Background: an optimization exercise with open tools, aiming at small area. Do not read the settings as production practice. Function was checked by simulation only, so behaviour that the tests miss may differ from the original. No driver is modelled on the clock port, so clocking that relies on it looks cheaper here than on a real chip. Power is estimated from default activity; no workload was simulated.

== the reference run ==
==> flow/design.v (excerpt) <==
module nco_multi_top #(
  parameter  int num_voices = 4,
  localparam int mix_width  = nco_pkg::sample_width + $clog2(num_voices)
) (
  input  logic                        clk50mhz,
  input  logic                        rst_n,
  input  logic                        psel,
  input  logic                        penable,
  input  logic                        pwrite,
  input  logic [7:0]                  paddr,
  input  logic [31:0]                 pwdata,
  output logic [31:0]                 prdata,
  output logic                        pready,
  output logic                        pslverr,
  input  logic                        sample_strobe,
  output logic signed [mix_width-1:0] mix_out,
  output logic                        sample_valid
);
For scale: ~750 cells after synthesis, about 10000 sq um of cells after synthesis.
==> flow/config.mk <==
export PLATFORM = sky130hd
export DESIGN_NAME = nco_multi_top
export DESIGN_NICKNAME = nco_multi_top
export VERILOG_FILES = /design/flow/design.v
export SDC_FILE = /design/flow/constraint.sdc
export NUM_CORES = 4
export LEC_CHECK = 0
export CAP_MARGIN = 20
export CORE_MARGIN = 2
export CORE_UTILIZATION = 40
export SLEW_MARGIN = 20
==> flow/constraint.sdc <==
create_clock -name core_clock -period 20.0 [get_ports {clk50mhz}]
set_input_delay 4.0000 -clock core_clock [delete_from_list [all_inputs] [get_ports {clk50mhz}]]
set_output_delay 4.0000 -clock core_clock [all_outputs]
set_load 0.01 [all_outputs]
standard.sh (not shown) runs the stock make flow with config.mk's settings and CLKGATE_MAP_FILE= SYNTH_SCRIPT=/design/flow/synth_recipe.tcl, a recipe that flattens the netlist after the stock synthesis.
==> flow/flow/run.sh <==
#!/bin/bash
# Standard ORFS layout (the standard.sh, standard synthesis unchanged) with these changes:
#  - after floorplan, the combinational logic is re-mapped for area with OpenROAD's
#    restructure, two passes (registers untouched), see flow/remap.tcl; it maps onto a copy of the
#    library without the platform's don't-use cells (flow/libfilter.py);
#  - after clock tree synthesis, cells are sized down where timing allows
#    (flow/recover.tcl);
#  - port buffers are sky130_fd_sc_hd__buf_1 (every input and output still gets one);
#  - the clock tree uses clkbuf_8 with larger sink clusters and no dummy loads.
# Each tool's full output goes to a log file here; ORFS's per-step logs stay in orfs/logs.
set -euo pipefail
KNOBS=(
  'BUFFER_PORTS_ARGS=-buffer_cell sky130_fd_sc_hd__buf_1'
  'SKIP_REPAIR_TIE_FANOUT=1'
  'CTS_ARGS=-sink_clustering_enable -repair_clock_nets -buf_list sky130_fd_sc_hd__clkbuf_8 -sink_clustering_size 15 -sink_clustering_max_diameter 100 -sink_buffer_max_cap_derate 1.0 -dont_use_dummy_load'
)
bash standard.sh "${KNOBS[@]}" floorplan > flow_make_floorplan.log 2>&1
R=orfs/results/$FLOW_PLATFORM/nco_multi_top/base
mkdir -p remap
python3 flow/libfilter.py $FLOW_HOME/platforms/sky130hd/lib/sky130_fd_sc_hd__tt_025C_1v80.lib \
  remap/usable.lib 'sky130_fd_sc_hd__lpflow_*' 'sky130_fd_sc_hd__probe*' > flow_libfilter.log 2>&1
ODB_IN=$R/2_floorplan.odb ODB_OUT=$R/2_floorplan.odb SDC_IN=$R/2_floorplan.sdc \
  openroad -no_init -exit flow/remap.tcl > flow_remap.log 2>&1
bash standard.sh "${KNOBS[@]}" cts > flow_make_cts.log 2>&1
ODB_IN=$R/4_cts.odb ODB_OUT=$R/4_cts.odb SDC_IN=$R/4_cts.sdc \
  openroad -no_init -exit flow/recover.tcl > flow_recover.log 2>&1
bash standard.sh "${KNOBS[@]}" finish > flow_make_finish.log 2>&1
test -s out/final.def
==> flow/flow/recover.tcl <==
# After clock tree synthesis: size cells down where timing allows (OpenROAD power
# recovery), which also lowers cell area. Slew, capacitance and timing limits still hold.
read_db $::env(ODB_IN)
read_liberty $::env(FLOW_HOME)/platforms/sky130hd/lib/sky130_fd_sc_hd__tt_025C_1v80.lib
read_sdc $::env(SDC_IN)
source $::env(FLOW_HOME)/platforms/sky130hd/setRC.tcl
set_propagated_clock [all_clocks]
set_dont_use [get_lib_cells {sky130_fd_sc_hd__lpflow_* sky130_fd_sc_hd__probe*}]
estimate_parasitics -placement
report_design_area
repair_timing -recover_power 100 -verbose
detailed_placement
check_placement
estimate_parasitics -placement
report_design_area
report_worst_slack -max
report_worst_slack -min
report_check_types -max_slew -max_capacitance -violators
write_db $::env(ODB_OUT)
==> flow/flow/remap.tcl <==
# Area re-mapping of the combinational logic between the registers (OpenROAD restructure).
set lib $::env(FLOW_HOME)/platforms/sky130hd/lib/sky130_fd_sc_hd__tt_025C_1v80.lib
read_db $::env(ODB_IN)
read_liberty $lib
read_sdc $::env(SDC_IN)
source $::env(FLOW_HOME)/platforms/sky130hd/setRC.tcl
remove_buffers
report_design_area
restructure -target area -liberty_file remap/usable.lib \
  -tielo_port sky130_fd_sc_hd__conb_1/LO -tiehi_port sky130_fd_sc_hd__conb_1/HI \
  -work_dir remap -abc_logfile remap/abc.log
report_design_area
restructure -target area -liberty_file remap/usable.lib \
  -tielo_port sky130_fd_sc_hd__conb_1/LO -tiehi_port sky130_fd_sc_hd__conb_1/HI \
  -work_dir remap -abc_logfile remap/abc2.log
report_design_area
report_worst_slack -max
write_db $::env(ODB_OUT)
Other scripts of this flow, unchanged in this note and not shown: flow/flow/libfilter.py
The reference run: full flow OK, the timing, design-rule and antenna checks passed
Relative to the reference run, the following input files were edited for the trial run:
--- a/flow/flow/run.sh
+++ b/flow/flow/run.sh
@@ -4,6 +4,4 @@
 #    restructure, two passes (registers untouched), see flow/remap.tcl; it maps onto a copy of the
 #    library without the platform's don't-use cells (flow/libfilter.py);
-#  - after clock tree synthesis, cells are sized down where timing allows
-#    (flow/recover.tcl);
 #  - port buffers are sky130_fd_sc_hd__buf_1 (every input and output still gets one);
 #  - the clock tree uses clkbuf_8 with larger sink clusters and no dummy loads.
@@ -22,7 +20,4 @@
 ODB_IN=$R/2_floorplan.odb ODB_OUT=$R/2_floorplan.odb SDC_IN=$R/2_floorplan.sdc \
   openroad -no_init -exit flow/remap.tcl > flow_remap.log 2>&1
-bash standard.sh "${KNOBS[@]}" cts > flow_make_cts.log 2>&1
-ODB_IN=$R/4_cts.odb ODB_OUT=$R/4_cts.odb SDC_IN=$R/4_cts.sdc \
-  openroad -no_init -exit flow/recover.tcl > flow_recover.log 2>&1
 bash standard.sh "${KNOBS[@]}" finish > flow_make_finish.log 2>&1
 test -s out/final.def
removed: flow/flow/recover.tcl
[summary]
Going from the reference run to the trial run, the core occupancy in the finished layout was found to have gone down by 0.24 points.
Comparing the two runs side by side, the trial run comes out ahead of the reference run on static leakage.
The layout filler cell count of the reference run and that of the trial run are within noise of each other.
The trial run vs. the reference run: area growth from synthesis to layout now sits lower; power about even.

==> separate check: timing with driven ports <==
In the flow no input, the clock included, has a driving cell. The finished layouts below were timed again as built, in two steps. Step 1: set_driving_cell puts a clkbuf_16 on clk50mhz and a buf_2 on each other input, an assumption about the parent block. Step 2 moves the port delays by t, midway between the first and last clock arrival at a register: inputs arrive t later, outputs are due t later. That takes back most of the time a late clock gives input paths. Three values: ideal, step 1, step 2; two values: the first two.
| run | t, ns | setup slack, ns | worst setup path after step 2 |
|---|---|---|---|
| the reference run | 0.567 | 9.221 / 9.193 / 9.193 | input to output |
| the trial run | 0.568 | 9.122 / 9.094 / 9.094 | input to output |
After both steps setup and hold are still met in every run listed.
